Background: an optimization exercise with open tools, aiming at small area and a short achievable clock period. Do not read the settings as production practice. The RTL was checked by simulation tests, not by an equivalence proof against the original design. Power and IR drop assume default switching activity.

## flow/config.mk

```make
export PLATFORM = sky130hd
export DESIGN_NAME = mips_trace_capture
export DESIGN_NICKNAME = mips_trace_capture
export VERILOG_FILES = /design/flow/design.v
export SDC_FILE = /design/flow/constraint.sdc
export NUM_CORES = 4
export LEC_CHECK = 0
export CAP_MARGIN = 20
export CORE_MARGIN = 2
export CORE_UTILIZATION = 65
export CTS_CLUSTER_DIAMETER = 80
export CTS_CLUSTER_SIZE = 30
export SETUP_SLACK_MARGIN = 2.9
export SLEW_MARGIN = 20
```

## flow/constraint.sdc

```tcl
create_clock -name core_clock -period 5.5 [get_ports {CLK}]
set_input_delay 1.1000 -clock core_clock [delete_from_list [all_inputs] [get_ports {CLK}]]
set_output_delay 1.1000 -clock core_clock [all_outputs]
set_load 0.01 [all_outputs]
```

## flow/design.v

```verilog
package mips_trace_pkg;
    typedef enum logic [1:0] {
        MODE_PERIODIC = 2'd0,
        MODE_GROW     = 2'd1,
        MODE_CHANGE   = 2'd2,
        MODE_SINGLE   = 2'd3
    } trace_mode_e;
    function automatic integer rec_width(input integer num_ch,
                                              input integer data_w,
                                              input integer cnt_w);
        rec_width = num_ch * data_w + cnt_w;
    endfunction
endpackage
module trace_fifo #(
    parameter int unsigned WIDTH = 8,
    parameter int unsigned DEPTH = 16
) (
    input  logic                     clk,
    input  logic                     rst_n,
    input  logic                     clear,
    input  logic                     push,
    input  logic                     rd_ready,
    input  logic [WIDTH-1:0]         wdata,
    output logic [WIDTH-1:0]         rdata,
    output logic [$clog2(DEPTH):0]   count,
    output logic                     full,
    output logic                     valid
);
    localparam int unsigned SLOTS = DEPTH - 1;
    localparam int unsigned CW    = $clog2(DEPTH) + 1;
    logic [WIDTH-1:0] head_q;
    logic [SLOTS-1:0] wr_q, rd_q, rsel_q;
    logic             csel_q;
    logic [SLOTS-1:0] wr_nx, rd_nx, rd_d;
    logic [CW-1:0]    count_q, cnt_inc, cnt_dec;
    logic             hv_q;       
    logic             ne_q;       
    logic             full_q;     
    logic             ge3, at15;
    logic             pop, inc1, wr1, rd_adv;
    logic [WIDTH-1:0] rd_mux;
    logic [WIDTH-1:0] slot_q [SLOTS];
    assign pop    = rd_ready && hv_q && !clear;
    assign inc1   = rd_ready ? !hv_q : !full_q;
    assign wr1    = rd_ready ? ne_q : (hv_q && !full_q);
    assign rd_adv = pop && ne_q;
    assign cnt_inc = count_q + CW'(1);
    assign cnt_dec = count_q - CW'(1);
    assign ge3     = (count_q > CW'(2));
    assign at15    = (count_q == CW'(DEPTH - 1));
    assign wr_nx   = {wr_q[SLOTS-2:0], wr_q[SLOTS-1]};
    assign rd_nx   = {rd_q[SLOTS-2:0], rd_q[SLOTS-1]};
    assign rd_d    = rd_adv ? rd_nx : rd_q;
    logic [CW-1:0] cnt_p, cnt_n, cnt_d;
    logic          hv_p, hv_n, ne_p, ne_n, full_p, full_n, ne_d;
    always_comb begin
        cnt_p  = inc1 ? cnt_inc : count_q;
        hv_p   = inc1 ? 1'b1    : hv_q;
        ne_p   = inc1 ? hv_q    : ne_q;
        full_p = inc1 ? at15    : full_q;
        cnt_n  = pop  ? cnt_dec : count_q;
        hv_n   = pop  ? ne_q    : hv_q;
        ne_n   = pop  ? ge3     : ne_q;
        full_n = pop  ? 1'b0    : full_q;
        cnt_d  = ({CW{push}} & cnt_p) | ({CW{!push}} & cnt_n);
        ne_d   = (push & ne_p) | (!push & ne_n);
    end
    always_ff @(posedge clk or negedge rst_n) begin
        if (!rst_n) begin
            count_q <= '0;
            hv_q    <= 1'b0;
            ne_q    <= 1'b0;
            full_q  <= 1'b0;
            wr_q    <= SLOTS'(1);
            rd_q    <= SLOTS'(1);
            rsel_q  <= '0;
            csel_q  <= 1'b1;
        end else if (clear) begin
            count_q <= '0;
            hv_q    <= 1'b0;
            ne_q    <= 1'b0;
            full_q  <= 1'b0;
            wr_q    <= SLOTS'(1);
            rd_q    <= SLOTS'(1);
            rsel_q  <= '0;
            csel_q  <= 1'b1;
        end else begin
            count_q <= cnt_d;
            hv_q    <= (push & hv_p) | (!push & hv_n);
            ne_q    <= ne_d;
            full_q  <= (push & full_p) | (!push & full_n);
            if (push && wr1) wr_q <= wr_nx;
            rd_q    <= rd_d;
            rsel_q  <= {SLOTS{ne_d}} & rd_d;
            csel_q  <= !ne_d;
        end
    end
    for (genvar s = 0; s < SLOTS; s++) begin : g_slot
        always_ff @(posedge clk) begin
            if ((wr_q[s] && !full_q) || (wr_q[s] && full_q && rd_ready)) slot_q[s] <= wdata;
        end
    end
    always_comb begin
        rd_mux = '0;
        for (int s = 0; s < SLOTS; s++) begin
            rd_mux = rd_mux | ({WIDTH{rsel_q[s]}} & slot_q[s]);
        end
    end
    logic             head_ld, head_hold;
    logic [WIDTH-1:0] head_d;
    assign head_ld   = !hv_q || rd_ready;
    assign head_hold = hv_q && !rd_ready;
    assign head_d    = ({WIDTH{head_ld}} & rd_mux)
                     | ({WIDTH{head_ld && csel_q}} & wdata)
                     | ({WIDTH{head_hold}} & head_q);
    always_ff @(posedge clk) begin
        head_q <= head_d;
    end
    assign rdata = head_q;
    assign count = count_q;
    assign full  = full_q;
    assign valid = hv_q;
endmodule
module mips_trace_capture #(
    parameter int unsigned DATA_W = 32,
    parameter int unsigned NUM_CH = 4,
    parameter int unsigned DEPTH  = 16,
    parameter int unsigned CNT_W  = 16
) (
    input  logic                       CLK,
    input  logic                       RESET,
    input  logic                       EN,
    input  logic                       CLEAR,
    input  logic [1:0]                 MODE,
    input  logic [CNT_W-1:0]           INTERVAL,
    input  logic [CNT_W-1:0]           STEP,
    input  logic [NUM_CH*DATA_W-1:0]   CH_IN,
    output logic                       RD_VALID,
    input  logic                       RD_READY,
    output logic [NUM_CH*DATA_W-1:0]   RD_DATA,
    output logic [CNT_W-1:0]           RD_TIME,
    output logic [$clog2(DEPTH):0]     COUNT,
    output logic                       OVERFLOW,
    output logic                       DONE
);
    localparam int unsigned REC_W = mips_trace_pkg::rec_width(NUM_CH, DATA_W, CNT_W);
    localparam int unsigned CH_W  = NUM_CH * DATA_W;
    logic [CNT_W-1:0]   ts_q;
    logic [CNT_W-1:0]   wt_q, wt_d;
    logic [CNT_W-1:0]   gap_q, gap_d;
    logic [CNT_W-1:0]   interval_eff;
    logic [CNT_W-1:0]   next_gap;
    logic [CNT_W:0]     gap_sum;
    logic [CNT_W-1:0]   gap_grow;
    logic [CNT_W-1:0]   wt_dec;
    logic [DATA_W-1:0]  prev0_q;
    logic               done_q, done_d;
    logic               ovf_q, ovf_d;
    logic               run, mode_chg, mode_single, mode_grow;
    logic               wt_one, wt_one_d, fire, chg, sample;
    logic               fifo_full;
    logic               fifo_valid;
    logic [REC_W-1:0]   rd_rec;
    assign run          = EN && !CLEAR;
    assign mode_chg     = MODE == 2'd2;
    assign mode_single  = MODE == 2'd3;
    assign mode_grow    = MODE == 2'd1;
    assign interval_eff = (INTERVAL == '0) ? CNT_W'(1) : INTERVAL;
    assign gap_sum      = {1'b0, gap_q} + {1'b0, STEP};
    assign gap_grow     = gap_sum[CNT_W] ? '1 : gap_sum[CNT_W-1:0];
    assign next_gap     = mode_grow ? gap_grow : gap_q;
    assign wt_dec       = wt_q - CNT_W'(1);
    assign fire         = wt_one && !mode_chg;
    assign chg          = (CH_IN[DATA_W-1:0] != prev0_q);
    assign sample       = run && (mode_chg ? chg : (fire && !(mode_single && done_q)));
    always_comb begin
        if (!run) begin
            wt_d  = interval_eff;
            gap_d = interval_eff;
        end else if (fire) begin
            wt_d  = next_gap;
            gap_d = next_gap;
        end else begin
            wt_d  = mode_chg ? wt_q : wt_dec;
            gap_d = gap_q;
        end
        if (!run)          wt_one_d = (INTERVAL[CNT_W-1:1] == '0);
        else if (fire)     wt_one_d = (gap_q == CNT_W'(1)) && (!mode_grow || (STEP == '0));
        else if (mode_chg) wt_one_d = wt_one;
        else               wt_one_d = (wt_q == CNT_W'(2));
        done_d = run && (done_q || (fire && mode_single));
        ovf_d  = !CLEAR && (ovf_q || (sample && fifo_full && !RD_READY));
    end
    always_ff @(posedge CLK or negedge RESET) begin
        if (!RESET) begin
            ts_q    <= '0;
            wt_q    <= CNT_W'(1);
            wt_one  <= 1'b1;
            gap_q   <= CNT_W'(1);
            prev0_q <= '0;
            done_q  <= 1'b0;
            ovf_q   <= 1'b0;
        end else begin
            ts_q    <= ts_q + CNT_W'(1);
            wt_q    <= wt_d;
            wt_one  <= wt_one_d;
            gap_q   <= gap_d;
            prev0_q <= CH_IN[DATA_W-1:0];
            done_q  <= done_d;
            ovf_q   <= ovf_d;
        end
    end
    trace_fifo #(
        .WIDTH (REC_W),
        .DEPTH (DEPTH)
    ) u_fifo (
        .clk      (CLK),
        .rst_n    (RESET),
        .clear    (CLEAR),
        .push     (sample),
        .rd_ready (RD_READY),
        .wdata    ({ts_q, CH_IN}),
        .rdata    (rd_rec),
        .count    (COUNT),
        .full     (fifo_full),
        .valid    (fifo_valid)
    );
    assign RD_VALID = fifo_valid;
    assign RD_DATA  = rd_rec[CH_W-1:0];
    assign RD_TIME  = rd_rec[REC_W-1 -: CNT_W];
    assign OVERFLOW = ovf_q;
    assign DONE     = done_q;
endmodule
```

## flow/run.sh

```bash
#!/bin/bash
# synth_recipe.tcl (not shown) runs the flow's synth.tcl, then flattens the netlist and writes it again
# the make line also repeats each setting of config.mk as NAME=value (left out here)
make -C /OpenROAD-flow-scripts/flow DESIGN_CONFIG=/design/flow/config.mk WORK_HOME=/design/flow/orfs CLKGATE_MAP_FILE= SYNTH_SCRIPT=/design/flow/synth_recipe.tcl finish
```

==> summary.txt, run 1 <==
Run status -> timing/DRC/antenna clean
Clock latency on the worst-skew pair -> 0.76 ns
Max Clock Skew -> 0.03346 ns
# DRC -> 0
Warnings, synthesis -> 3
RSZ-0062 raised after global routing -> yes
Number of library cell types mapped by synthesis -> 67
Worst Setup Slack post-DPL -> 1.162 ns
Top-level port count -> 319
Antenna violations before repair -> 17
Die footprint -> 139000 um^2
Startpoint Class -> input port
Weighted congestion reported at the end of routability-driven placement -> 0.8221
Arrival time of data at the critical path endpoint -> 3.33 ns
Aggregate routed wire length -> 243500 um
Post-synth top area cell -> sky130_fd_sc_hd__edfxtp_1
Endpoint required time on the critical path -> 6.14 ns
Most prevalent standard cell on the critical path -> sky130_fd_sc_hd__a21o_1
Number of levels the H-tree was split into -> 3
Sum of overflow across all layers after global routing -> 0
Global-route wire length before repair -> 347700 um
Reg2Reg Capture Point -> gap_q[14]$_DFFE_PN0P_
Overall die height -> 372.8 um
Via count of the first global-routing pass -> 50710
Endpoints failing setup -> 0
Final min period -> 2.687 ns
Highest fanout seen on the critical path -> 4
Actual slew at the worst max-slew pin -> 1.131 ns
Register area -> 71310 um^2
Cells along the critical path -> clkdlybuf4s50_1, ha_4, a21o_1, a31oi_4, o211ai_4, buf_6, buf_4, a221oi_2, o21ai_2, a21o_1
Synthesized area per cell -> 17.41 um^2
Critical register-to-register path startpoint -> gap_q[0]$_DFFE_PN1P_
Max-slew violation total from the final report -> 0
Worst ir drop on vdd -> 0.2316 mV
Kind of capture point of the worst setup path -> flip-flop
Power per cell area -> 313.9 nW/um^2
Library cell used as clock root buffer -> sky130_fd_sc_hd__clkbuf_16
Multi-input logic area -> 16850 um^2
Count of input and output buffers -> 318
Min setup slack post-route -> 2.813 ns
DPL Wire Length -> 117100 um
Proportion of synthesized chip area in sequential cells -> 0.8052
Pin count of the biggest net entering global routing -> 128
Sum Neg Setup Slack -> 0 ns
Number of CTS-inserted buffers -> 104
FILL cells -> 8246
Leakage power -> 0.03233 uW
Commonest cells in the synthesized netlist -> sky130_fd_sc_hd__edfxtp_1 (2160), sky130_fd_sc_hd__a22oi_1 (632), sky130_fd_sc_hd__nor2_1 (287), sky130_fd_sc_hd__clkbuf_1 (275), sky130_fd_sc_hd__a22o_1 (264)
Clock tree from TritonCTS -> yes
Global-route usage over all layers -> 0.3427
Post-synth EDFFs -> 2160
Post-route non-filler standard cell count -> 7303
Fraction of layout instances using a drive strength above 1 -> 0.1074
Most used standard cell by instance count after synthesis -> sky130_fd_sc_hd__edfxtp_1
Drt wl/cell -> 33.34 um
Biggest cell delay along the critical path -> 0.55 ns
Max Buffers Root-to-Sink -> 3
Via count of the routed design -> 52410
Class of the most critical hold timing path -> in2async
R2r worst-path depth -> 10
Instance count of the mapped netlist -> 5077
Normalized max-slew margin -> 0.2460
Number of clock sinks -> 2441
Type of the worst setup path -> in2reg
Leading post-synthesis cells by cell area -> sky130_fd_sc_hd__edfxtp_1 (73%), sky130_fd_sc_hd__a22oi_1 (5.4%), sky130_fd_sc_hd__dfrtp_1 (3.7%)
Area growth from synthesis to final layout -> 12.57%
Flip-flop and latch count after synthesis -> 2441
Detailed router's first-iteration violation count -> 7462
Dpl cells -> 6992
Pwr Total -> 31230 uW
Netlist Area Pre-Place -> 88400 um^2
Proportion of register bits with asynchronous set or reset after synthesis -> 0.05612
Ratio of routed vias to standard cells -> 7.177
Initial core utilization -> 0.6534
Die Span X -> 372.8 um
Cell type of the slowest stage on the worst timing path -> sky130_fd_sc_hd__clkdlybuf4s50_1
Area of the core -> 135300 um^2
Net count reported at finish -> 5614
TritonRoute pass-1 iters -> 6
CP startpoint -> STEP[13]
Max_cap viols -> 0
Routed Antenna Nets -> 0
Fraction of post-synthesis cell area in the top cell type by area -> 0.7337
Fmax -> 0.3722 GHz
Reg-to-reg slack, setup -> 2.85 ns
Worst setup path endpoint -> wt_q[2]$_DFFE_PN0P_
Syn_nets -> 5268
Post-synth top flop -> sky130_fd_sc_hd__edfxtp_1
Post-route fraction of the period consumed by the critical path -> 0.4885
Number of placement rows -> 135
Final hold vios -> 0
Clock transition time at the flip-flop clock pins of the worst setup and hold paths -> 0.11 ns
[state kept, by name, indices dropped and copies added, names as in the netlist, 5 cells and up]
register,flops
u_fifo.count_q,5
u_fifo.rsel_q,15
prev0_q,32
u_fifo.wr_q,15
u_fifo.rd_q,15
wt_q,16
ts_q,16
u_fifo.slot_q,2160
gap_q,16
u_fifo.head_q,144
[layer usage]
layer  global-route usage  part of all wire  vias up
met2               0.5379              0.47     3301
met1               0.5089              0.39    27130
met3              0.04774              0.10      362
met4               0.1064             0.028       12
met5                    0           0.00032        -
li1                     -                 -    21610
[cell type report]
cell class / instances / area share
sequential: 2441 / 0.7166
multi-input combinational: 2316 / 0.1694
timing repair buffer: 537 / 0.05594
clock buffer: 152 / 0.02913
tap: 1781 / 0.02239
clock inverter: 44 / 0.005507
inverter: 23 / 0.0008675
antenna: 9 / 0.0002263
[power by group]
group	internal (uW)	total (uW)	switching, uW
sequential	20300	20400	116
clock	3940	9700	5750
combinational	473	1160	684
total	24700	31200	6550
[logic make-up after synthesis]
| family | synth area share |
|---|---|
| AO/OA/AOI/OAI | 0.1295 |
| flip-flops | 0.8052 |
| adder cells (fa/ha/maj) | 0.003482 |
| AND/OR/NAND/NOR | 0.03936 |
| multiplexers | 0.002519 |
| buffers and inverters | 0.01448 |
| XOR/XNOR | 0.005449 |
[how the worst min path moves through the flow]
stage | startpoint | to | slack, ns | cells after the start
6_report | RESET | u_fifo.full_q$_DFF_PN0_ | 0.45 | 1
5_1_grt | u_fifo.head_q[21]$_DFF_P_ | u_fifo.head_q[21]$_DFF_P_ | 0.51 | 2
4_1_cts | RESET | u_fifo.count_q[4]$_DFF_PN0_ | 0.47 | 1
3_5_place_dp | u_fifo.head_q[6]$_DFF_P_ | u_fifo.head_q[6]$_DFF_P_ | 0.48 | 2
3_3_place_gp | u_fifo.rd_q[2]$_DFF_PN0_ | u_fifo.rd_q[3]$_DFF_PN0_ | 0.47 | 2
2_1_floorplan | wt_q[11]$_DFFE_PN0P_ | wt_q[11]$_DFFE_PN0P_ | 0.46 | 2
[cells in the final DEF (no fill, tap or decap), types with 18 or more instances in the layout]
cell	count
sky130_fd_sc_hd__edfxtp_1	2160
sky130_fd_sc_hd__a22oi_1	632
sky130_fd_sc_hd__nor2_1	276
sky130_fd_sc_hd__a22o_1	264
sky130_fd_sc_hd__a221oi_1	261
sky130_fd_sc_hd__dlygate4sd2_1	154
sky130_fd_sc_hd__clkdlybuf4s50_1	124
sky130_fd_sc_hd__a21oi_1	122
sky130_fd_sc_hd__buf_4	120
sky130_fd_sc_hd__dfrtp_1	111
sky130_fd_sc_hd__clkbuf_16	109
sky130_fd_sc_hd__dfxtp_1	109
sky130_fd_sc_hd__nand4_1	98
sky130_fd_sc_hd__nand3_1	94
sky130_fd_sc_hd__nand2_1	73
sky130_fd_sc_hd__and3_1	64
sky130_fd_sc_hd__buf_12	62
sky130_fd_sc_hd__a41oi_1	58
sky130_fd_sc_hd__clkbuf_1	42
sky130_fd_sc_hd__o21ai_0	39
sky130_fd_sc_hd__buf_6	36
sky130_fd_sc_hd__dfxtp_2	28
sky130_fd_sc_hd__xor2_1	24
sky130_fd_sc_hd__inv_1	20
sky130_fd_sc_hd__o211ai_1	19
sky130_fd_sc_hd__xnor2_1	18
[critical path: cells and delay by family]
kind	cells	cell delay, ns
compound gates	6	1.16
buf+inv	3	0.83
fa+ha+maj	1	0.24
[what timing repair did]
action,CTS,global route
cloned,17,2
resized for setup,354,155
endpoints found under the setup margin,2163,276
setup buffers,57,29
hold buffers,0,0
pin swaps,38,50
[metrics by stage]
stage / hold WS, ns / util / cell area [um^2]
6_report: 0.4511 / 0.7355 / 99510
5_1_grt: 0.5071 / 0.7355 / 99510
4_1_cts: 0.4700 / 0.7299 / 98750
3_5_place_dp: 0.4757 / 0.6970 / 94300
3_3_place_gp: 0.4721 / 0.6970 / 94300
2_1_floorplan: 0.4571 / - / 88460
==> run 2: changes to the inputs <==
--- a/flow/config.mk
+++ b/flow/config.mk
@@ -7,8 +7,6 @@
 export LEC_CHECK = 0
 export CAP_MARGIN = 20
 export CORE_MARGIN = 2
-export CORE_UTILIZATION = 65
-export CTS_CLUSTER_DIAMETER = 80
-export CTS_CLUSTER_SIZE = 30
+export CORE_UTILIZATION = 40
 export SETUP_SLACK_MARGIN = 2.9
 export SLEW_MARGIN = 20
==> summary.txt, run 2 <==
Area growth from synthesis to final layout -> 19.11%
Post-synth EDFFs -> 2160 (unchanged)
Proportion of register bits with asynchronous set or reset after synthesis -> 0.05612 (unchanged)
Antenna violations before repair -> 35 (+18)
Final hold vios -> 0 (unchanged)
Run status -> timing/DRC/antenna clean
Endpoint required time on the critical path -> 6.27 ns (+0.13 ns)
Actual slew at the worst max-slew pin -> 1.079 ns (-0.05237 ns)
Reg-to-reg slack, setup -> 2.85 ns (about the same)
CP startpoint -> STEP[9]
Seq pwr share -> 0.533 (-0.119)
Post-synth top area cell -> sky130_fd_sc_hd__edfxtp_1
DPL Wire Length -> 129900 um (+11%)
Overall die height -> 474.1 um (+27%)
Arrival time of data at the critical path endpoint -> 3.49 ns (+0.16 ns)
Number of placement rows -> 172 (+27%)
Leading cell type in the layout, fill and taps excluded -> sky130_fd_sc_hd__edfxtp_1
Normalized max-slew margin -> 0.2809 (+0.03492)
Via count of the routed design -> 52760 (+0.67%)
Top-level port count -> 319 (unchanged)
Power per cell area -> 363.9 nW/um^2 (+16%)
Most used standard cell by instance count after synthesis -> sky130_fd_sc_hd__edfxtp_1
Sum of overflow across all layers after global routing -> 0 (unchanged)
Endpoints failing setup -> 0 (unchanged)
Share of total power in the clock network -> 0.438 (+0.127)
Combinational power share -> 0.029 (-0.008)
Cell-internal power -> 30530 uW (+24%)
Syn_nets -> 5268 (unchanged)
Switching share of power -> 0.2031 (-0.006666)
Commonest cells in the synthesized netlist -> sky130_fd_sc_hd__edfxtp_1 (2160), sky130_fd_sc_hd__a22oi_1 (632), sky130_fd_sc_hd__nor2_1 (287), sky130_fd_sc_hd__clkbuf_1 (275), sky130_fd_sc_hd__a22o_1 (264)
Warnings, synthesis -> 3 (unchanged)
Number of levels the H-tree was split into -> 4 (+1)
Ratio of routed vias to standard cells -> 6.051 (-16%)
Synthesized area per cell -> 17.41 um^2 (unchanged)
R2r worst-path depth -> 11 (+1)
Net count reported at finish -> 5729 (+2.0%)
Library cell used as clock root buffer -> sky130_fd_sc_hd__clkbuf_16
Startpoint Class -> input port
Largest Register -> u_fifo.slot_q
Max_cap viols -> 0 (unchanged)
FILL cells -> 18300 (+120%)
Fraction of layout instances using a drive strength above 1 -> 0.1572 (+0.04983)
Post-synth top flop -> sky130_fd_sc_hd__edfxtp_1
Initial core utilization -> 0.4023 (-0.2511)
Flip-flop count of the largest register, all copies and words added -> 2160 (unchanged)
Proportion of synthesized chip area in sequential cells -> 0.8052 (unchanged)
Die Span X -> 474.1 um (+27%)
Placed Area -> 96010 um^2 (+1.8%)
RSZ-0062 raised after global routing -> yes
Fraction of post-synthesis cell area in the top cell type by area -> 0.7337 (unchanged)
# DRC -> 0 (unchanged)
Routed Antenna Nets -> 0 (unchanged)
Area of the core -> 219700 um^2 (+62%)
Leading cell types in the layout, fill and taps excluded -> sky130_fd_sc_hd__edfxtp_1 (2160), sky130_fd_sc_hd__a22oi_1 (632), sky130_fd_sc_hd__nor2_1 (278)
Drt wl/cell -> 31.13 um (-6.6%)
Number of CTS-inserted buffers -> 236 (+130%)
Count of input and output buffers -> 318 (unchanged)
Max Clock Skew -> 0.02846 ns (-0.004996 ns)
Clock transition time at the flip-flop clock pins of the worst setup and hold paths -> 0.06 ns (-0.05 ns)
Reg2Reg Capture Point -> gap_q[1]$_DFFE_PN0P_
Final min period -> 2.724 ns (+0.03747 ns)
Multi-input logic area -> 16660 um^2 (-1.1%)
Global-route wire length before repair -> 380900 um (+9.5%)
Leakage power -> 0.03438 uW (+6.3%)
Fin area -> 105300 um^2 (+5.8%)
Flip-flop and latch count after synthesis -> 2441 (unchanged)
Instance count of the mapped netlist -> 5077 (unchanged)
Class of the most critical hold timing path -> in2async
Post-layout util -> 0.4792 (-0.2563)
Detailed router's first-iteration violation count -> 6185 (-17%)
Global-route usage over all layers -> 0.2348 (-0.1079)
Number of clock sinks -> 2441 (unchanged)
Worst Setup Slack post-DPL -> 0.3650 ns (-0.7972 ns)
Via count of the first global-routing pass -> 51980 (+2.5%)
Fmax -> 0.3671 GHz (-1.4%)
Max Buffers Root-to-Sink -> 3 (unchanged)
Worst ir drop on vdd -> 0.2983 mV (+29%)
Min setup slack post-route -> 2.776 ns (-0.03747 ns)
Switching power total -> 7783 uW (+19%)
Hold_ws -> 0.2216 ns (-0.2295 ns)
Netlist Area Pre-Place -> 88400 um^2 (unchanged)
Highest fanout seen on the critical path -> 5 (+1)
Number of library cell types mapped by synthesis -> 67 (unchanged)
Clock tree from TritonCTS -> yes
Pin count of the biggest net entering global routing -> 107 (-16%)
Post-route fraction of the period consumed by the critical path -> 0.4953 (+0.006813)
TritonRoute pass-1 iters -> 8 (+2)
Critical register-to-register path startpoint -> gap_q[0]$_DFFE_PN1P_
Sum Neg Setup Slack -> 0 ns (unchanged)
Weighted congestion reported at the end of routability-driven placement -> 0.8226 (about the same)
Die footprint -> 224800 um^2 (+62%)
Type of the worst setup path -> in2reg
Leading post-synthesis cells by cell area -> sky130_fd_sc_hd__edfxtp_1 (73%), sky130_fd_sc_hd__a22oi_1 (5.4%), sky130_fd_sc_hd__dfrtp_1 (3.7%)
Cts hold-fix bufs -> 0 (unchanged)
Clock latency on the worst-skew pair -> 0.88 ns (+0.12 ns)
Kind of capture point of the worst setup path -> flip-flop
Max-slew violation total from the final report -> 0 (unchanged)
Register area -> 71380 um^2 (+0.10%)
Aggregate routed wire length -> 271400 um (+11%)
Leading registers by flop count -> u_fifo.slot_q x2160, u_fifo.head_q x144, prev0_q x32
[run 2: cell types whose count changed in the layout (fill, tap and decap cells not counted), sizes merged]
cell           change
o211ai             -1
clkdlybuf4s50     +15
nor2b              -1
clkinv            +75
diode              +3
clkdlybuf4s15     +36
clkinvlp           +3
dlygate4sd2      -147
clkbuf           +152
bufinv            +33
dlymetal6s2s       +4
buf               +85
inv               -17
[run 2: layer usage]
metal  global-route usage  routed length [um]  vias to the layer above  share of wire
met1               0.3248              110600                    27690           0.41
met5                    0                 159                        -        0.00059
met3              0.04110               23270                      441          0.086
li1                     -                   -                    22020              -
met4              0.06919                7279                       26          0.027
met2               0.3803              130200                     2586           0.48
[run 2: layout make-up]
class,count,area share
inverters,23,0.0008199
multi-input cells,2314,0.1583
flip-flops and latches,2441,0.6779
diodes,12,0.0002852
repair buffers,522,0.05087
clock inverters,138,0.01564
well taps,2958,0.03515
clock buffers,312,0.06104
[run 2: power groups by stage]
stage | clock network [uW] | registers [uW] | logic (uW)
6_report | 16800 | 20400 | 1120
4_1_cts | 17000 | 20400 | 1070
2_1_floorplan | 0 | 20800 | 354
5_1_grt | 17700 | 20400 | 1220
3_3_place_gp | 0 | 20800 | 1030
3_5_place_dp | 0 | 20800 | 1060
[run 2: how the worst max path moves through the flow]
stage                                          end  depth (start not counted)
finish                       gap_q[14]$_DFFE_PN0P_                         10
global route                 gap_q[14]$_DFFE_PN0P_                         10
CTS                     u_fifo.head_q[124]$_DFF_P_                          4
detailed placement      u_fifo.rsel_q[0]$_DFF_PN0_                         11
global placement        u_fifo.rsel_q[0]$_DFF_PN0_                         11
floorplan           u_fifo.slot_q[14][0]$_DFFE_PP_                          2
[run 2: worst max-delay path: stages]
cell,delay (ns)
sky130_fd_sc_hd__clkdlybuf4s50_1,0.50
sky130_fd_sc_hd__ha_2,0.33
sky130_fd_sc_hd__a21oi_1,0.22
sky130_fd_sc_hd__o21bai_1,0.10
sky130_fd_sc_hd__a21oi_2,0.17
sky130_fd_sc_hd__o211ai_2,0.14
sky130_fd_sc_hd__buf_6,0.17
sky130_fd_sc_hd__a21oi_4,0.32
sky130_fd_sc_hd__o21ai_1,0.12
sky130_fd_sc_hd__a221o_1,0.33
[run 2: what timing repair did]
action	in CTS	in global routing
resized for setup	759	94
setup buffers	44	14
cloned	14	4
pin swaps	30	33
endpoints found under the setup margin	2033	500
[run 2: logic make-up after synthesis]
kind of cell    synth area share
mux                     0.002519
simple gates             0.03936
xor+xnor                0.005449
flops                     0.8052
compound gates            0.1295
fa+ha+maj               0.003482
buf+inv                  0.01448
[run 2: stage by stage]
stage	power (uW)	std cells
global route	39350	8714
CTS	38480	8690
finish	38310	8720
global placement	21830	8182
floorplan	21140	5077
detailed placement	21860	8182
==> run 3: changes to the inputs <==
==> flow/flow/run.sh (new file) <==
#!/bin/bash
# Layout flow: the standard ORFS flow (standard.sh), unchanged except that the port
# buffers that global placement inserts on every input and output are buf_2 cells rather
# than the resizer's default pick (a delay cell that repair then cannot resize out of its
# footprint). Each step's full output goes to its own log in this folder.
set -euo pipefail
export BUFFER_PORTS_ARGS="-buffer_cell sky130_fd_sc_hd__buf_2"
bash standard.sh synth > synth.log 2>&1
bash standard.sh finish > layout.log 2>&1
==> flow/standard.sh (new file) <==
#!/bin/bash
# synth_recipe.tcl (not shown) runs the flow's synth.tcl, then flattens the netlist and writes it again
# the make line also repeats each setting of config.mk as NAME=value (left out here)
make -C /OpenROAD-flow-scripts/flow DESIGN_CONFIG=/design/flow/config.mk WORK_HOME=/design/flow/orfs CLKGATE_MAP_FILE= SYNTH_SCRIPT=/design/flow/synth_recipe.tcl "${@:-finish}"
--- a/flow/config.mk
+++ b/flow/config.mk
@@ -7,6 +7,8 @@
 export LEC_CHECK = 0
 export CAP_MARGIN = 20
 export CORE_MARGIN = 2
-export CORE_UTILIZATION = 40
+export CORE_UTILIZATION = 65
+export CTS_CLUSTER_DIAMETER = 80
+export CTS_CLUSTER_SIZE = 30
 export SETUP_SLACK_MARGIN = 2.9
 export SLEW_MARGIN = 20
removed: flow/run.sh
==> summary.txt, run 3 <==
Top-level port count -> 319 (unchanged)
Global-route usage over all layers -> 0.3406 (+0.1058)
Pin count of the biggest net entering global routing -> 134 (+25%)
Endpoints failing setup -> 0 (unchanged)
Run status -> timing/DRC/antenna clean
Arrival time of data at the critical path endpoint -> 3.26 ns (-0.23 ns)
Power per cell area -> 319.2 nW/um^2 (-12%)
CP startpoint -> u_fifo.rsel_q[12]$_DFF_PN0_
Reg2Reg Capture Point -> u_fifo.head_q[130]$_DFF_P_
Combinational power share -> 0.031 (+0.002)
Final hold vios -> 0 (unchanged)
Weighted congestion reported at the end of routability-driven placement -> 0.8302 (+0.92%)
Area of the core -> 135300 um^2 (-38%)
Kind of capture point of the worst setup path -> flip-flop
M1 GR Usage -> 0.4982 (+0.1734)
Routed Antenna Nets -> 0 (unchanged)
Endpoint required time on the critical path -> 6.11 ns (-0.16 ns)
Leading registers by flop count -> u_fifo.slot_q x2160, u_fifo.head_q x144, prev0_q x32
Number of levels the H-tree was split into -> 3 (-1)
Reg-to-reg slack, setup -> 2.85 ns (about the same)
Fraction of post-synthesis cell area in the top cell type by area -> 0.7337 (unchanged)
Number of CTS-inserted buffers -> 101 (-57%)
Max-slew violation total from the final report -> 0 (unchanged)
Met3 GRT Util -> 0.06032 (+0.01923)
Die footprint -> 139000 um^2 (-38%)
Worst ir drop on vdd -> 0.2633 mV (-12%)
Antenna violations before repair -> 34 (-2.9%)
Warnings, synthesis -> 3 (unchanged)
Post-route fraction of the period consumed by the critical path -> 0.4826 (-0.01267)
Fin area -> 96520 um^2 (-8.3%)
Initial core utilization -> 0.6534 (+0.2511)
FILL cells -> 8530 (-53%)
Placed Area -> 92510 um^2 (-3.6%)
Number of library cell types mapped by synthesis -> 67 (unchanged)
Class of the most critical hold timing path -> in2async
Actual slew at the worst max-slew pin -> 1.096 ns (+0.01746 ns)
Flip-flop and latch count after synthesis -> 2441 (unchanged)
Number of clock sinks -> 2441 (unchanged)
Via count of the first global-routing pass -> 49820 (-4.2%)
Critical register-to-register path startpoint -> u_fifo.rsel_q[12]$_DFF_PN0_
Max Buffers Root-to-Sink -> 3 (unchanged)
Library cell used as clock root buffer -> sky130_fd_sc_hd__clkbuf_16
Biggest cell delay along the critical path -> 0.81 ns (+0.31 ns)
Clock tree from TritonCTS -> yes
Leading post-synthesis cells by cell area -> sky130_fd_sc_hd__edfxtp_1 (73%), sky130_fd_sc_hd__a22oi_1 (5.4%), sky130_fd_sc_hd__dfrtp_1 (3.7%)
Worst setup path endpoint -> u_fifo.head_q[130]$_DFF_P_
R2r worst-path depth -> 6 (-5)
Synthesized area per cell -> 17.41 um^2 (unchanged)
Syn_nets -> 5268 (unchanged)
Largest Register -> u_fifo.slot_q
RSZ-0062 raised after global routing -> yes
Leading cell types in the layout, fill and taps excluded -> sky130_fd_sc_hd__edfxtp_1 (2160), sky130_fd_sc_hd__a22oi_1 (632), sky130_fd_sc_hd__buf_2 (300)
Worst Setup Slack post-DPL -> 1.157 ns (+0.7922 ns)
Proportion of synthesized chip area in sequential cells -> 0.8052 (unchanged)
Switching power total -> 6414 uW (-18%)
Instance count of the mapped netlist -> 5077 (unchanged)
Type of the worst setup path -> reg2reg
Clock transition time at the flip-flop clock pins of the worst setup and hold paths -> 0.11 ns (+0.05 ns)
Most used standard cell by instance count after synthesis -> sky130_fd_sc_hd__edfxtp_1
Net count reported at finish -> 5503 (-3.9%)
Via count of the routed design -> 51470 (-2.5%)
Ratio of routed vias to standard cells -> 7.157 (+18%)
Most used routing layer -> met2
Min setup slack post-route -> 2.846 ns (+0.06971 ns)
Number of placement rows -> 135 (-22%)
Post-synth EDFFs -> 2160 (unchanged)
Final min period -> 2.654 ns (-0.06971 ns)
Startpoint Class -> flip-flop
Global-route wire length before repair -> 342200 um (-10%)
Max Clock Skew -> 0.02895 ns (+0.0004865 ns)
Seq pwr share -> 0.661 (+0.128)
Fmax -> 0.3767 GHz (+2.6%)
Clock latency on the worst-skew pair -> 0.78 ns (-0.10 ns)
Detailed router's first-iteration violation count -> 7244 (+17%)
Netlist Area Pre-Place -> 88400 um^2 (unchanged)
Share of total power in the clock network -> 0.308 (-0.130)
Aggregate routed wire length -> 241100 um (-11%)
Post-synth top area cell -> sky130_fd_sc_hd__edfxtp_1
Fraction of layout instances using a drive strength above 1 -> 0.1297 (-0.02752)
Post-layout util -> 0.7134 (+0.2342)
Leakage power -> 0.03131 uW (-8.9%)
Cell type of the slowest stage on the worst timing path -> sky130_fd_sc_hd__dfrtp_4
Flip-flop count of the largest register, all copies and words added -> 2160 (unchanged)
DPL Wire Length -> 113700 um (-12%)
Highest fanout seen on the critical path -> 82 (+77)
Met2 Use GR -> 0.5413 (+0.1611)
Switching share of power -> 0.2082 (+0.005029)
Sum Neg Setup Slack -> 0 ns (unchanged)
TritonRoute pass-1 iters -> 6 (-2)
Cell-internal power -> 24400 uW (-20%)
Leading cell type in the layout, fill and taps excluded -> sky130_fd_sc_hd__edfxtp_1
Drt wl/cell -> 33.52 um (+7.7%)
Cts hold-fix bufs -> 0 (unchanged)
Proportion of register bits with asynchronous set or reset after synthesis -> 0.05612 (unchanged)
Cells along the critical path -> buf_12, a22o_1, a221oi_1, nand3_1, nor2_1, a21oi_1
Area growth from synthesis to final layout -> 9.182%
Normalized max-slew margin -> 0.2692 (-0.01164)
Die Span X -> 372.8 um (-21%)
Max_cap viols -> 0 (unchanged)
Overall die height -> 372.8 um (-21%)
Sum of overflow across all layers after global routing -> 0 (unchanged)
Commonest cells in the synthesized netlist -> sky130_fd_sc_hd__edfxtp_1 (2160), sky130_fd_sc_hd__a22oi_1 (632), sky130_fd_sc_hd__nor2_1 (287), sky130_fd_sc_hd__clkbuf_1 (275), sky130_fd_sc_hd__a22o_1 (264)
Post-synth top flop -> sky130_fd_sc_hd__edfxtp_1
Count of input and output buffers -> 318 (unchanged)
# DRC -> 0 (unchanged)
## run 3: cell counts after synthesis
Identical to the previous run, type by type.
## run 3: worst min-delay path by stage
stage | from | endpoint
after global placement | u_fifo.head_q[15]$_DFF_P_ | u_fifo.head_q[15]$_DFF_P_
after detailed placement | u_fifo.head_q[101]$_DFF_P_ | u_fifo.head_q[101]$_DFF_P_
after CTS | RESET | done_q$_DFF_PN0_
final | RESET | done_q$_DFF_PN0_
after floorplan | wt_q[11]$_DFFE_PN0P_ | wt_q[11]$_DFFE_PN0P_
after global routing | RESET | gap_q[1]$_DFFE_PN0P_
## run 3: cell type report
type                       count  area [um^2]  area share
tap                         1781         2228     0.02309
multi-input combinational   2311        16400      0.1699
timing repair buffer         434         3243     0.03360
antenna                       13        32.53   0.0003370
inverter                      23        86.33   0.0008945
clock inverter                43        498.0    0.005159
sequential                  2441        71250      0.7382
clock buffer                 145         2786     0.02887
## run 3: stage by stage
step           cells  total power, uW  hold WS [ns]
2_1_floorplan   5077            21140        0.4571
3_3_place_gp    6960            21620        0.4710
3_5_place_dp    6960            21650        0.4743
4_1_cts         7169            30840        0.2912
5_1_grt         7190            31580        0.3382
6_report        7191            30810        0.3047
## run 3: repair_timing
item                       in CTS  in global routing
pin swaps                      17                 23
setup buffers                  13                  7
gates resized for setup        42                 56
gates cloned                    8                  2
hold endpoints to repair        0                  0
setup endpoints to repair    1098                102
## run 3: cell families (layout without fill, tap and decap cells)
kind of cell    after synthesis  count (layout)  synth area share
buf+inv                     335             645           0.01448
compound gates             1481            1482            0.1295
flops                      2441            2441            0.8052
xor+xnor                     55              55          0.005449
simple gates                719             728           0.03936
mux                          22              22          0.002519
fa+ha+maj                    24              24          0.003482
other cells                   0              13                 0
## run 3: power groups by stage
stage / Combinational (uW) / Sequential, uW / Clock, uW
after floorplan: 354 / 20800 / 0
after global placement: 838 / 20800 / 0
after detailed placement: 859 / 20800 / 0
after CTS: 909 / 20400 / 9570
after global routing: 1030 / 20400 / 10200
final: 942 / 20400 / 9500
## run 3: worst max-delay path, delay by kind of cell (launching register included)
kind	cells	cell delay (ns)
DFF	1	0.81
and+or+nand+nor	2	0.50
AOI/OAI and AO/OA	3	0.66
buffers and inverters	1	0.41
## run 3: routing by layer
metal / routed length [um] / vias up
met1: 94360 / 26590
met4: 5577 / 28
met2: 115000 / 3131
met3: 25920 / 351
met5: 177 / -
li1: - / 21370
==> run 4: changes to the inputs <==
==> flow/flow/run.sh (replaced) <==
#!/bin/bash
# Layout flow: the standard ORFS flow (standard.sh), unchanged except for two knobs:
#  - the port buffers that global placement inserts on every input and output are buf_2
#    cells rather than the resizer's default pick (a delay cell that repair then cannot
#    resize out of its footprint);
#  - clock tree synthesis runs without dummy loads (same clustering as config.mk asks for).
# Each step's full output goes to its own log in this folder.
set -euo pipefail
export BUFFER_PORTS_ARGS="-buffer_cell sky130_fd_sc_hd__buf_2"
export CTS_ARGS="-sink_clustering_enable -repair_clock_nets -sink_clustering_size 30 -sink_clustering_max_diameter 80 -dont_use_dummy_load"
bash standard.sh synth > synth.log 2>&1
bash standard.sh finish > layout.log 2>&1
==> summary.txt, run 4 <==
Fraction of layout instances using a drive strength above 1 -> 0.1234 (-0.006350)
Type of the worst setup path -> in2reg
Highest fanout seen on the critical path -> 7 (-91%)
RSZ-0062 raised after global routing -> yes
Area of the core -> 135300 um^2 (unchanged)
Sum of overflow across all layers after global routing -> 0 (unchanged)
Netlist Area Pre-Place -> 88400 um^2 (unchanged)
Placed Area -> 92510 um^2 (unchanged)
Leading cell types in the layout, fill and taps excluded -> sky130_fd_sc_hd__edfxtp_1 (2160), sky130_fd_sc_hd__a22oi_1 (632), sky130_fd_sc_hd__buf_2 (295)
Fin area -> 95830 um^2 (-0.71%)
Arrival time of data at the critical path endpoint -> 3.24 ns (-0.02 ns)
Via count of the first global-routing pass -> 49580 (-0.48%)
Commonest cells in the synthesized netlist -> sky130_fd_sc_hd__edfxtp_1 (2160), sky130_fd_sc_hd__a22oi_1 (632), sky130_fd_sc_hd__nor2_1 (287), sky130_fd_sc_hd__clkbuf_1 (275), sky130_fd_sc_hd__a22o_1 (264)
Startpoint Class -> input port
Leading registers by flop count -> u_fifo.slot_q x2160, u_fifo.head_q x144, prev0_q x32
Count of input and output buffers -> 318 (unchanged)
Initial core utilization -> 0.6534 (unchanged)
Sum Neg Setup Slack -> 0 ns (unchanged)
Weighted congestion reported at the end of routability-driven placement -> 0.8302 (unchanged)
# DRC -> 0 (unchanged)
Max Buffers Root-to-Sink -> 3 (unchanged)
Via count of the routed design -> 51180 (-0.56%)
Ratio of routed vias to standard cells -> 7.200 (+0.60%)
Power per cell area -> 311.2 nW/um^2 (-2.5%)
Instance count of the mapped netlist -> 5077 (unchanged)
Clock tree from TritonCTS -> yes
Number of levels the H-tree was split into -> 3 (unchanged)
Leading cell type in the layout, fill and taps excluded -> sky130_fd_sc_hd__edfxtp_1
Share of total power in the clock network -> 0.285 (-0.023)
Flip-flop and latch count after synthesis -> 2441 (unchanged)
Library cell used as clock root buffer -> sky130_fd_sc_hd__clkbuf_16
Largest Register -> u_fifo.slot_q
Max_cap viols -> 0 (unchanged)
Actual slew at the worst max-slew pin -> 1.099 ns (+0.002870 ns)
Proportion of synthesized chip area in sequential cells -> 0.8052 (unchanged)
Global-route wire length before repair -> 340200 um (-0.59%)
Warnings, synthesis -> 3 (unchanged)
Flip-flop count of the largest register, all copies and words added -> 2160 (unchanged)
Cell-internal power -> 23880 uW (-2.1%)
Worst ir drop on vdd -> 0.2578 mV (-2.1%)
Final hold vios -> 0 (unchanged)
Global-route usage over all layers -> 0.3384 (-0.002232)
Aggregate routed wire length -> 240100 um (-0.41%)
Number of library cell types mapped by synthesis -> 67 (unchanged)
Routed Antenna Nets -> 0 (unchanged)
Post-route fraction of the period consumed by the critical path -> 0.4770 (-0.005596)
Area growth from synthesis to final layout -> 8.403%
Clock transition time at the flip-flop clock pins of the worst setup and hold paths -> 0.11 ns (about the same)
Antenna violations before repair -> 32 (-5.9%)
Detailed router's first-iteration violation count -> 7064 (-2.5%)
Syn_nets -> 5268 (unchanged)
Switching share of power -> 0.1994 (-0.008822)
Fraction of post-synthesis cell area in the top cell type by area -> 0.7337 (unchanged)
Endpoint required time on the critical path -> 6.12 ns (about the same)
Leakage power -> 0.03099 uW (-1.0%)
Cts hold-fix bufs -> 0 (unchanged)
Post-synth top area cell -> sky130_fd_sc_hd__edfxtp_1
Die footprint -> 139000 um^2 (unchanged)
Post-synth top flop -> sky130_fd_sc_hd__edfxtp_1
Number of placement rows -> 135 (unchanged)
Max-slew violation total from the final report -> 0 (unchanged)
Pin count of the biggest net entering global routing -> 134 (unchanged)
Combinational power share -> 0.032 (about the same)
Switching power total -> 5946 uW (-7.3%)
Overall die height -> 372.8 um (unchanged)
Most used standard cell by instance count after synthesis -> sky130_fd_sc_hd__edfxtp_1
Proportion of register bits with asynchronous set or reset after synthesis -> 0.05612 (unchanged)
Number of CTS-inserted buffers -> 101 (unchanged)
Clock latency on the worst-skew pair -> 0.77 ns (about the same)
Run status -> timing/DRC/antenna clean
Leading post-synthesis cells by cell area -> sky130_fd_sc_hd__edfxtp_1 (73%), sky130_fd_sc_hd__a22oi_1 (5.4%), sky130_fd_sc_hd__dfrtp_1 (3.7%)
Number of clock sinks -> 2441 (unchanged)
Endpoints failing setup -> 0 (unchanged)
Class of the most critical hold timing path -> in2async
Top-level port count -> 319 (unchanged)
Drt wl/cell -> 33.77 um (+0.75%)
Seq pwr share -> 0.683 (+0.022)
DPL Wire Length -> 113700 um (unchanged)
Synthesized area per cell -> 17.41 um^2 (unchanged)
Post-synth EDFFs -> 2160 (unchanged)
Normalized max-slew margin -> 0.2673 (-0.001913)
Fmax -> 0.3812 GHz (+1.2%)
Kind of capture point of the worst setup path -> flip-flop
Die Span X -> 372.8 um (unchanged)
Max Clock Skew -> 0.06177 ns (+0.03282 ns)
Final min period -> 2.624 ns (-0.03078 ns)
Net count reported at finish -> 5503 (unchanged)
TritonRoute pass-1 iters -> 6 (unchanged)
run 4: cell counts after synthesis:
Identical to the previous run, type by type.
run 4: power by group through the flow:
| stage | Clock (uW) | Sequential, uW | Combinational, uW |
|---|---|---|---|
| 2_1_floorplan | 0 | 20800 | 354 |
| 3_3_place_gp | 0 | 20800 | 838 |
| 3_5_place_dp | 0 | 20800 | 859 |
| 4_1_cts | 8550 | 20400 | 908 |
| 5_1_grt | 9140 | 20400 | 1040 |
| 6_report | 8500 | 20400 | 954 |
run 4: layout make-up:
cell class | instances | area [um^2]
Sequential cell | 2441 | 71240
Clock buffer | 101 | 2527
Timing Repair Buffer | 435 | 3278
Antenna cell | 17 | 42.54
Fill cell | 8578 | 39470
Inverter | 23 | 86.33
Tap cell | 1781 | 2228
Multi-Input combinational cell | 2310 | 16420
run 4: worst paths after layout:
path                                           startpoint                         to  slack, ns  depth (start not counted)
worst max register to register       gap_q[0]$_DFFE_PN1P_        wt_q[3]$_DFFE_PN0P_       2.91                         12
worst min register to register  u_fifo.head_q[58]$_DFF_P_  u_fifo.head_q[58]$_DFF_P_       0.49                          2
max in group asynchronous                           RESET          ts_q[0]$_DFF_PN0_       4.05                          2
worst min-delay path                                RESET      prev0_q[18]$_DFF_PN0_       0.32                          1
min in group core_clock         u_fifo.head_q[58]$_DFF_P_  u_fifo.head_q[58]$_DFF_P_       0.49                          2
worst max-delay path                              STEP[5]        wt_q[3]$_DFFE_PN0P_       2.88                         11
run 4: logic make-up (layout without fill, tap and decap cells):
logic type / Yosys count / in the layout / synth area share
xor gates and xnor gates: 55 / 55 / 0.005449
other: 0 / 17 / 0
muxes: 22 / 22 / 0.002519
DFF: 2441 / 2441 / 0.8052
and+or+nand+nor: 719 / 727 / 0.03936
adders and majority gates: 24 / 24 / 0.003482
AOI/OAI and AO/OA: 1481 / 1482 / 0.1295
buffers and inverters: 335 / 559 / 0.01448
run 4: metrics by stage:
| step | total power [uW] | util | worst slack [ns] | hold slack, ns | instances |
|---|---|---|---|---|---|
| 6_report | 29830 | 0.7083 | 2.876 | 0.3231 | 7108 |
| 5_1_grt | 30570 | 0.7082 | 2.825 | 0.3450 | 7105 |
| 4_1_cts | 29830 | 0.7050 | 2.903 | 0.2942 | 7078 |
| 3_5_place_dp | 21650 | 0.6837 | 1.157 | 0.4743 | 6960 |
| 3_3_place_gp | 21620 | 0.6837 | 1.222 | 0.4710 | 6960 |
| 2_1_floorplan | 21140 | - | 1.814 | 0.4571 | 5077 |
run 4: worst max-delay path: stages:
cell and delay, ns:
sky130_fd_sc_hd__buf_2 0.13, sky130_fd_sc_hd__ha_4 0.25, sky130_fd_sc_hd__a21o_1 0.17, sky130_fd_sc_hd__or3_4 0.35
sky130_fd_sc_hd__o2111ai_4 0.26, sky130_fd_sc_hd__o211ai_2 0.11, sky130_fd_sc_hd__buf_6 0.17, sky130_fd_sc_hd__buf_6 0.12
sky130_fd_sc_hd__a211oi_2 0.19, sky130_fd_sc_hd__o21ai_1 0.15, sky130_fd_sc_hd__a211o_1 0.24
run 4: metal layers:
layer	global-route usage	up-vias	wire, um
met3	0.05751	356	25640
met5	0	-	113
met2	0.5366	3072	113900
met4	0.08920	18	6122
met1	0.4969	26470	94250
li1	-	21270	-
run 4: repair_timing:
item,4_1_cts,5_1_grt
gates resized for setup,43,71
cloned,5,4
setup endpoints to repair,1219,139
buffers inserted,12,9
pin swaps,16,23

[re-timing with driven ports]
No port has a modelled driver above. Below, the same layouts with a new extraction and two added sets of constraints.
Step 1 assumes that a clkbuf_16 drives the clock port and a buf_2 every other input.
Step 2 times the ports against the registers' clock, not the clock port: input delays grow and output delays shrink by t, the midpoint of the rising clock arrivals with the driver on.
Slacks: ideal ports / drivers / drivers and shift; pairs: ideal ports / drivers.
| run | shift t [ns] | slack for setup (ns) | hold WS [ns] | slew at the worst register clock pin (ns) | cell pins on the clock port's net |
|---|---|---|---|---|---|
| run 1 | 0.832 | 2.813 / 2.846 / 2.040 | 0.451 / 0.405 / 0.491 | 0.12 / 0.12 | 1 |
| run 2 | 0.954 | 2.776 / 2.817 / 1.863 | 0.222 / 0.185 / 0.488 | 0.07 / 0.07 | 1 |
| run 3 | 0.847 | 2.846 / 2.839 / 2.060 | 0.305 / 0.261 / 0.491 | 0.12 / 0.12 | 1 |
| run 4 | 0.817 | 2.876 / 2.859 / 2.106 | 0.323 / 0.284 / 0.489 | 0.11 / 0.11 | 1 |
After both steps setup and hold are still met in every run listed. For run 2, which loses most, drivers alone change the setup slack by +0.041 ns; drivers and shift together by -0.913 ns.
